Background: an optimization exercise with open tools, aiming at small area. Do not read the settings as production practice.
Only simulation tests tie the RTL to the original design; equivalence was not proved.
Power figures rest on the tool's default switching activity, not on a simulated workload.

==> flow/design.v <==
`timescale 1ns/100ps
package rs_pkg;
	localparam logic [3:0] TAG_NONE = 4'd0;
	localparam int NUM_CDB      = 6;    
	localparam int ADD_TAG_BASE = 7;
	localparam int MUL_TAG_BASE = 10;
endpackage
`timescale 1ns/100ps
module rs_tag_eq (
	input  logic [3:0] tag_n,
	input  logic [2:0] bus_lo,
	input  logic       bus_hi1,
	input  logic       bus_hi0,
	output logic       match
);
	assign match = (~tag_n[2:0] == bus_lo) && (tag_n[3] ? bus_hi0 : bus_hi1);
endmodule
module rs_first #(
	parameter int N = rs_pkg::NUM_CDB
) (
	input  logic [N-1:0] req,
	output logic [N-1:0] gnt,
	output logic         any
);
	always_comb begin
		logic seen;
		seen = 1'b0;
		for (int i = 0; i < N; i++) begin
			gnt[i] = req[i] && !seen;
			seen   = seen || req[i];
		end
		any = seen;
	end
endmodule
module cdb_snoop #(
	parameter int NUM_CDB = rs_pkg::NUM_CDB
) (
	input  logic [3:0]            tag_n,      
	input  logic [NUM_CDB*4-1:0]  cdb_tag,
	input  logic [NUM_CDB-1:0]    cdb_hi1,
	input  logic [NUM_CDB-1:0]    cdb_hi0,
	output logic [NUM_CDB-1:0]    match,
	output logic                  hit
);
	logic [NUM_CDB-1:0] raw;
	for (genvar i = 0; i < NUM_CDB; i++) begin : g_bus
		rs_tag_eq eq_i (
			.tag_n   (tag_n),
			.bus_lo  (cdb_tag[i*4 +: 3]),
			.bus_hi1 (cdb_hi1[i]),
			.bus_hi0 (cdb_hi0[i]),
			.match   (raw[i])
		);
	end
	rs_first #(.N (NUM_CDB)) first_i (
		.req (raw),
		.gnt (match),
		.any (hit)
	);
endmodule
`timescale 1ns/100ps
module rs_aoi222 (
	input  logic [2:0] a,
	input  logic [2:0] b,
	output logic       y
);
	assign y = !((a[0] && b[0]) || (a[1] && b[1]) || (a[2] && b[2]));
endmodule
module rs_join (
	input  logic       n_lo,
	input  logic       n_hi,
	input  logic [1:0] a,
	input  logic [1:0] b,
	output logic       y
);
	assign y = !(n_lo && n_hi && !((a[0] && b[0]) || (a[1] && b[1])));
endmodule
module rs_operand (
	input  logic          clk,
	input  logic          sel_issue,
	input  logic          sel_hold,
	input  logic [5:0]    sel_cdb,
	input  logic [31:0]   issue_v,
	input  logic [191:0]  cdb_value,
	output logic [31:0]   value
);
	logic [31:0] n_lo;
	logic [31:0] n_hi;
	logic [31:0] next;
	for (genvar k = 0; k < 32; k++) begin : g_bit
		rs_aoi222 lo_i (
			.a ({cdb_value[64 + k], cdb_value[32 + k], cdb_value[k]}),
			.b (sel_cdb[2:0]),
			.y (n_lo[k])
		);
		rs_aoi222 hi_i (
			.a ({cdb_value[160 + k], cdb_value[128 + k], cdb_value[96 + k]}),
			.b (sel_cdb[5:3]),
			.y (n_hi[k])
		);
		rs_join join_i (
			.n_lo (n_lo[k]),
			.n_hi (n_hi[k]),
			.a    ({value[k], issue_v[k]}),
			.b    ({sel_hold, sel_issue}),
			.y    (next[k])
		);
	end
	always_ff @(posedge clk) begin
		value <= next;
	end
endmodule
module rs_tag_mux (
	input  logic       idle,
	input  logic [3:0] issue_q,
	input  logic [3:0] q,
	output logic [3:0] t_n
);
	assign t_n = ~(idle ? issue_q : q);
endmodule
module rs_tag_clr #(
	parameter logic [3:0] MY_TAG = 4'd7
) (
	input  logic       hit,
	input  logic       start,
	input  logic [3:0] t_n,
	output logic [3:0] q_next
);
	assign q_next = ~(t_n | {4{hit}}) | (MY_TAG & {4{start}});
endmodule
module rs_station #(
	parameter logic [3:0] MY_TAG  = 4'd7,
	parameter int         NUM_CDB = rs_pkg::NUM_CDB
) (
	input  logic                  clk,
	input  logic                  arst_n,
	input  logic                  select,
	input  logic [2:0]            issue_op,
	input  logic [31:0]           issue_vj,
	input  logic [31:0]           issue_vk,
	input  logic [3:0]            issue_qj,
	input  logic [3:0]            issue_qk,
	input  logic                  issue_qj_none,
	input  logic                  issue_qk_none,
	input  logic [NUM_CDB*4-1:0]  cdb_tag,
	input  logic [NUM_CDB-1:0]    cdb_hi1,
	input  logic [NUM_CDB-1:0]    cdb_hi0,
	input  logic [NUM_CDB*32-1:0] cdb_value,
	output logic                  dispatch_start,
	output logic [2:0]            dispatch_op,
	output logic [31:0]           dispatch_vj,
	output logic [31:0]           dispatch_vk,
	output logic                  busy
);
	logic        busy_r;
	logic        ex_r;
	logic [2:0]  op_r;
	logic [31:0] vj_r;
	logic [31:0] vk_r;
	logic [3:0]  qj_r;
	logic [3:0]  qk_r;
	logic               idle;
	logic               wj;
	logic               wk;
	logic [3:0]         tj_n;
	logic [3:0]         tk_n;
	logic [3:0]         qj_next;
	logic [3:0]         qk_next;
	logic [NUM_CDB-1:0] mj;
	logic [NUM_CDB-1:0] mk;
	logic               hj;
	logic               hk;
	logic               ready;
	logic               sj_iss;
	logic               sk_iss;
	logic               sj_hold;
	logic               sk_hold;
	assign idle = !busy_r;
	assign wj = (qj_r != rs_pkg::TAG_NONE);
	assign wk = (qk_r != rs_pkg::TAG_NONE);
	rs_tag_mux tj_i (.idle (idle), .issue_q (issue_qj), .q (qj_r), .t_n (tj_n));
	rs_tag_mux tk_i (.idle (idle), .issue_q (issue_qk), .q (qk_r), .t_n (tk_n));
	cdb_snoop #(.NUM_CDB(NUM_CDB)) snoop_j_i (
		.tag_n   (tj_n),
		.cdb_tag (cdb_tag),
		.cdb_hi1 (cdb_hi1),
		.cdb_hi0 (cdb_hi0),
		.match   (mj),
		.hit     (hj)
	);
	cdb_snoop #(.NUM_CDB(NUM_CDB)) snoop_k_i (
		.tag_n   (tk_n),
		.cdb_tag (cdb_tag),
		.cdb_hi1 (cdb_hi1),
		.cdb_hi0 (cdb_hi0),
		.match   (mk),
		.hit     (hk)
	);
	assign ready = busy_r && !wj && !wk && !ex_r;
	rs_tag_clr #(.MY_TAG (MY_TAG)) qj_i (.hit (hj), .start (ready), .t_n (tj_n), .q_next (qj_next));
	rs_tag_clr #(.MY_TAG (4'd0))   qk_i (.hit (hk), .start (1'b0),  .t_n (tk_n), .q_next (qk_next));
	assign sj_iss  = idle && issue_qj_none;
	assign sk_iss  = idle && issue_qk_none;
	assign sj_hold = busy_r && !wj;
	assign sk_hold = busy_r && !wk;
	rs_operand opj_i (
		.clk       (clk),
		.sel_issue (sj_iss),
		.sel_hold  (sj_hold),
		.sel_cdb   (mj),
		.issue_v   (issue_vj),
		.cdb_value (cdb_value),
		.value     (vj_r)
	);
	rs_operand opk_i (
		.clk       (clk),
		.sel_issue (sk_iss),
		.sel_hold  (sk_hold),
		.sel_cdb   (mk),
		.issue_v   (issue_vk),
		.cdb_value (cdb_value),
		.value     (vk_r)
	);
	always_ff @(posedge clk or negedge arst_n) begin
		if (!arst_n) begin
			busy_r <= 1'b0;
		end else begin
			busy_r <= idle ? select : !(ex_r && hj);
		end
	end
	always_ff @(posedge clk) begin
		qj_r <= qj_next;
		qk_r <= qk_next;
		ex_r <= busy_r && (ready || (ex_r && !hj));
		if (idle) begin
			op_r <= issue_op;
		end
	end
	assign busy           = busy_r;
	assign dispatch_start = ready;
	assign dispatch_op    = op_r;
	assign dispatch_vj    = vj_r;
	assign dispatch_vk    = vk_r;
endmodule
`timescale 1ns/100ps
module rs_free_counter #(
	parameter int NUM_ADD = 3,
	parameter int NUM_MUL = 2
) (
	input  logic [NUM_ADD-1:0]             add_busy,
	input  logic [NUM_MUL-1:0]             mul_busy,
	output logic [$clog2(NUM_ADD+1)-1:0]   add_free,
	output logic [$clog2(NUM_MUL+1)-1:0]   mul_free
);
	always_comb begin
		add_free = '0;
		for (int i = 0; i < NUM_ADD; i++) begin
			add_free = add_free + {{($clog2(NUM_ADD+1)-1){1'b0}}, ~add_busy[i]};
		end
		mul_free = '0;
		for (int i = 0; i < NUM_MUL; i++) begin
			mul_free = mul_free + {{($clog2(NUM_MUL+1)-1){1'b0}}, ~mul_busy[i]};
		end
	end
endmodule
`timescale 1ns/100ps
module rs_top #(
	parameter int NUM_ADD = 3,
	parameter int NUM_MUL = 2
) (
	input  logic                            clk,
	input  logic                            arst_n,
	input  logic                            issue_valid,
	input  logic [3:0]                      issue_target,    
	input  logic [2:0]                      issue_op,
	input  logic [31:0]                     issue_vj,        
	input  logic [31:0]                     issue_vk,
	input  logic [3:0]                      issue_qj,        
	input  logic [3:0]                      issue_qk,
	input  logic [rs_pkg::NUM_CDB-1:0]      cdb_valid,       
	input  logic [rs_pkg::NUM_CDB*4-1:0]    cdb_tag,         
	input  logic [rs_pkg::NUM_CDB*32-1:0]   cdb_value,       
	output logic [NUM_ADD-1:0]              add_start,
	output logic [NUM_ADD*3-1:0]            add_op,
	output logic [NUM_ADD*32-1:0]           add_vj,
	output logic [NUM_ADD*32-1:0]           add_vk,
	output logic [NUM_MUL-1:0]              mul_start,
	output logic [NUM_MUL*3-1:0]            mul_op,
	output logic [NUM_MUL*32-1:0]           mul_vj,
	output logic [NUM_MUL*32-1:0]           mul_vk,
	output logic [NUM_ADD-1:0]              add_busy,
	output logic [NUM_MUL-1:0]              mul_busy,
	output logic [$clog2(NUM_ADD+1)-1:0]    add_free,
	output logic [$clog2(NUM_MUL+1)-1:0]    mul_free
);
	localparam int NUM_CDB = rs_pkg::NUM_CDB;
	logic [NUM_CDB-1:0] cdb_hi1;
	logic [NUM_CDB-1:0] cdb_hi0;
	logic               issue_qj_none;
	logic               issue_qk_none;
	always_comb begin
		for (int i = 0; i < NUM_CDB; i++) begin
			cdb_hi1[i] = cdb_valid[i] && cdb_tag[i*4 + 3];
			cdb_hi0[i] = cdb_valid[i] && !cdb_tag[i*4 + 3] && (cdb_tag[i*4 +: 3] != 3'd0);
		end
	end
	assign issue_qj_none = (issue_qj == rs_pkg::TAG_NONE);
	assign issue_qk_none = (issue_qk == rs_pkg::TAG_NONE);
	for (genvar i = 0; i < NUM_ADD; i++) begin : g_add
		localparam logic [3:0] TAG = 4'(rs_pkg::ADD_TAG_BASE + i);
		rs_station #(
			.MY_TAG  (TAG),
			.NUM_CDB (NUM_CDB)
		) rs_add_i (
			.clk            (clk),
			.arst_n         (arst_n),
			.select         (issue_valid && (issue_target == TAG)),
			.issue_op       (issue_op),
			.issue_vj       (issue_vj),
			.issue_vk       (issue_vk),
			.issue_qj       (issue_qj),
			.issue_qk       (issue_qk),
			.issue_qj_none  (issue_qj_none),
			.issue_qk_none  (issue_qk_none),
			.cdb_tag        (cdb_tag),
			.cdb_hi1        (cdb_hi1),
			.cdb_hi0        (cdb_hi0),
			.cdb_value      (cdb_value),
			.dispatch_start (add_start[i]),
			.dispatch_op    (add_op[i*3 +: 3]),
			.dispatch_vj    (add_vj[i*32 +: 32]),
			.dispatch_vk    (add_vk[i*32 +: 32]),
			.busy           (add_busy[i])
		);
	end
	for (genvar i = 0; i < NUM_MUL; i++) begin : g_mul
		localparam logic [3:0] TAG = 4'(rs_pkg::MUL_TAG_BASE + i);
		rs_station #(
			.MY_TAG  (TAG),
			.NUM_CDB (NUM_CDB)
		) rs_mul_i (
			.clk            (clk),
			.arst_n         (arst_n),
			.select         (issue_valid && (issue_target == TAG)),
			.issue_op       (issue_op),
			.issue_vj       (issue_vj),
			.issue_vk       (issue_vk),
			.issue_qj       (issue_qj),
			.issue_qk       (issue_qk),
			.issue_qj_none  (issue_qj_none),
			.issue_qk_none  (issue_qk_none),
			.cdb_tag        (cdb_tag),
			.cdb_hi1        (cdb_hi1),
			.cdb_hi0        (cdb_hi0),
			.cdb_value      (cdb_value),
			.dispatch_start (mul_start[i]),
			.dispatch_op    (mul_op[i*3 +: 3]),
			.dispatch_vj    (mul_vj[i*32 +: 32]),
			.dispatch_vk    (mul_vk[i*32 +: 32]),
			.busy           (mul_busy[i])
		);
	end
	rs_free_counter #(
		.NUM_ADD (NUM_ADD),
		.NUM_MUL (NUM_MUL)
	) rs_free_counter_i (
		.add_busy (add_busy),
		.mul_busy (mul_busy),
		.add_free (add_free),
		.mul_free (mul_free)
	);
endmodule
==> flow/flow/run.sh <==
#!/bin/bash
# The standard layout (the standard.sh, unchanged synthesis), with two
# changes to how the layout is made:
#  - port buffers are the smallest buffer, sky130_fd_sc_hd__buf_1
#  - clock tree: clkbuf_8 buffers in sink clusters of up to 12 within
#    100 um, no dummy loads
# ORFS writes each step's full log under orfs/logs; make's output goes to
# standard.log here.
set -euo pipefail
bash standard.sh finish \
	"BUFFER_PORTS_ARGS=-buffer_cell sky130_fd_sc_hd__buf_1" \
	"CTS_ARGS=-sink_clustering_enable -repair_clock_nets -dont_use_dummy_load -buf_list sky130_fd_sc_hd__clkbuf_8 -sink_clustering_size 12 -sink_clustering_max_diameter 100" \
	> standard.log 2>&1
==> flow/standard.sh <==
#!/bin/bash
# synth_recipe.tcl (not shown) runs the flow's synth.tcl, then flattens the netlist and writes it again
# the make line also repeats each setting of config.mk as NAME=value (left out here)
make -C /OpenROAD-flow-scripts/flow DESIGN_CONFIG=/design/flow/config.mk WORK_HOME=/design/flow/orfs CLKGATE_MAP_FILE= SYNTH_SCRIPT=/design/flow/synth_recipe.tcl "${@:-finish}"
==> flow/config.mk <==
export PLATFORM = sky130hd
export DESIGN_NAME = rs_top
export DESIGN_NICKNAME = rs_top
export VERILOG_FILES = /design/flow/design.v
export SDC_FILE = /design/flow/constraint.sdc
export NUM_CORES = 4
export LEC_CHECK = 0
export CAP_MARGIN = 20
export CELL_PAD_IN_SITES_DETAIL_PLACEMENT = 1
export CORE_MARGIN = 2
export CORE_UTILIZATION = 25
export PLACE_DENSITY = 0.35
export SLEW_MARGIN = 20
export SYNTH_HIERARCHICAL = 1
export SYNTH_MINIMUM_KEEP_SIZE = 0
==> flow/constraint.sdc <==
create_clock -name core_clock -period 5.5 [get_ports {clk}]
set_input_delay 1.1000 -clock core_clock [delete_from_list [all_inputs] [get_ports {clk}]]
set_output_delay 1.1000 -clock core_clock [all_outputs]
set_load 0.01 [all_outputs]
==> summary.txt <==
where the power goes:
part           total (mW)  internal (mW)  leakage [nW]  switching [mW]
clock                1.87          0.650         0.288            1.22
sequential           5.00           3.93          3.19            1.07
combinational        8.75           2.89          6.66            5.85
critical path, cell delays in order (launching register included):
cell and delay, ns:
dfrtp_1 0.56, inv_2 0.51, mux2i_1 0.85, mux2i_1 0.27, nor4_1 0.08, buf_4 0.15, or4_4 0.57, nor2_4 0.75
buf_4 0.40, a222oi_1 0.11, nand3_1 0.14
final cells by class:
cell class | instances | area, µm² | area share, %
Sequential cell | 385 | 7880 | 26.8
Timing Repair Buffer | 856 | 4130 | 14.1
Inverter | 19 | 71.3 | 0.243
Multi-Input combinational cell | 1815 | 15300 | 51.9
Clock buffer | 40 | 551 | 1.87
Tap cell | 1176 | 1470 | 5.00
Antenna cell | 17 | 42.5 | 0.145
worst max-delay path by stage:
stage                                                   from  slack (ns)  cells past startpoint                                        end
after global placement                           issue_qj[1]        0.84                      9  g_add[1].rs_add_i.opj_i.value[22]$_DFF_P_
after global routing      g_mul[1].rs_mul_i.busy_r$_DFF_PN0_        0.95                     10   g_mul[1].rs_mul_i.opk_i.value[3]$_DFF_P_
after CTS                 g_mul[0].rs_mul_i.busy_r$_DFF_PN0_        1.13                     10  g_mul[0].rs_mul_i.opk_i.value[17]$_DFF_P_
final                     g_mul[0].rs_mul_i.busy_r$_DFF_PN0_        1.06                     10   g_mul[0].rs_mul_i.opk_i.value[1]$_DFF_P_
after floorplan                                  cdb_tag[13]        0.34                      7   g_add[0].rs_add_i.opj_i.value[0]$_DFF_P_
after detailed placement                         issue_qj[2]        0.86                      9  g_add[1].rs_add_i.opj_i.value[22]$_DFF_P_
layer usage:
layer  wire length (µm)  vias up
li1                   -    12400
met1              73500    16400
met2              88600     3045
met3              24500      686
met4              12600       16
met5                 94        -
sequential cells by signal, indices dropped and copies added (netlist names), 8 cells and up:
| register | flops |
|---|---|
| g_add.rs_add_i.opj_i.value | 96 |
| g_add.rs_add_i.opk_i.value | 96 |
| g_mul.rs_mul_i.opk_i.value | 64 |
| g_add.rs_add_i.qk_r | 12 |
| g_mul.rs_mul_i.opj_i.value | 64 |
| g_add.rs_add_i.qj_r | 12 |
| g_add.rs_add_i.op_r | 9 |
| g_mul.rs_mul_i.qj_r | 8 |
| g_mul.rs_mul_i.qk_r | 8 |
==> qor.yml <==
r2r_setup_slack_ns: 1.06
die_w_um: 306
wire_per_inst_um: 46.3
grt-busiest-layer: "met2"
period_share_pct: 80.8
critPathKind: "reg2reg"
leakage_nw: 10.1
syn_avg_cell_area_um2: 10.2
first_pass_iters: 13
design.core.area_mm2: 0.0901
htreeDepth: 2
critical_path_arrival_ns: 5.05
io_pins: 653
cp-start-kind: "register"
wl_mm: 199
fin_nets: 3423
mostFrequentLayoutCells: "652 x buf_1, 640 x a222oi_1, 365 x dfxtp_1, 320 x a22oi_1, 320 x nand3_1"
timing.reg2reg.worst_path_depth: 10
grtUsageMet2_pct: 61.9
ant_nets: 0
hold_viol: 0
die_area_mm2: 0.0935
track_usage_pct: 40.3
setup_slack_ns: 1.06
cts_inserted_buffers: 40
timing.hold.ws_ns: 0.329
synthToLayoutAreaGrowth_pct: 29.1
cp.required_ns: 6.10
rows: 110
cts-resized-gates: 0
hpwlAfterDp_mm: 129
fmax_mhz: 225
place_inst: 4249
grt_pass1_wl_mm: 269
final.setup.tns_ns: 0
io_buffers: 652
viasPerCell: 7.56
ir_worst_vdd_v: 0.000232
power_per_cell_area_mw_per_mm2: 531
met1_usage_pct: 49.4
slew_violations: 0
vias: 32600
drive_gt1_share_pct: 11.6
antenna_found_initial: 25
maxCapViolCount: 0
drc: 0
cts_tree: "yes"
instances_no_fill: 4308
synth_area_mm2: 0.0228
clock-root-buffer: "clkbuf_8"
final_core_util_pct: 32.6
p_total_mw: 15.6
synth_nets: 2545
synthCells: 2239
nFillCells: 10500
setup_viol: 0
fp.dieH_um: 306
met3_usage_pct: 11.8
cts_buffer_depth: 3
cts_hold_buf: 0
rsz0062_at_grt: "no"
post_cts_buffers: 0
cts.clk_slew.worst_paths_ns: 0.10
run_status: "timing/DRC/antenna clean"
fin_skew_ns: 0.120
relSlewSlack_pct: 16.7
clock-sinks: 385
first_global_vias: 32800
clock_latency_ns: 0.70
r2r_start: "g_mul[0].rs_mul_i.busy_r$_DFF_PN0_"
hold_class: "in2async"
drtIter0Drc: 8528
r2r_end: "g_mul[0].rs_mul_i.opk_i.value[1]$_DFF_P_"
final_cell_area_mm2: 0.0294
preCtsSetupSlack_ns: 0.863
grt_max_degree: 33
start_util_pct: 25.3
worstMarginPinSlew_ns: 1.25
final_common_cell: "buf_1"
critical_path_peak_fanout: 16
end_kind: "register"
gp_routability_congestion: 0.929
yosys_warnings: 15
overflow: 0
period_minus_slack_ns: 4.44
dpl_cell_area_mm2: 0.0287

-- re-timing with driven ports --
The flow's constraints put no driver on any port. The routed layout listed below was extracted and timed again, unchanged, in two steps.
Step 1 (the two cells are an assumption about what drives the block):
set clk [get_ports {clk}]
set_driving_cell -lib_cell sky130_fd_sc_hd__clkbuf_16 $clk
set_driving_cell -lib_cell sky130_fd_sc_hd__buf_2 [delete_from_list [all_inputs] $clk]
Step 2 adds t to the input delays and takes it off the output delays; t is the mean of the earliest and latest rising clock arrival at the registers after step 1. Input paths then give back, and output paths get back, about the clock's delay inside the block.
Three values: ideal, step 1, step 2; two values: the first two.
shift t [ns]: 0.717
setup WS [ns]: 1.055 / 1.055 / 0.766
hold slack, ns: 0.329 / 0.280 / 0.522
slew at the worst register clock pin (ns): 0.11 / 0.11
worst slew at a driven data input, ns: 0.16
After both steps this run still meets setup and hold. For this run, drivers alone change the setup slack by 0.000 ns; drivers and shift together by -0.289 ns.
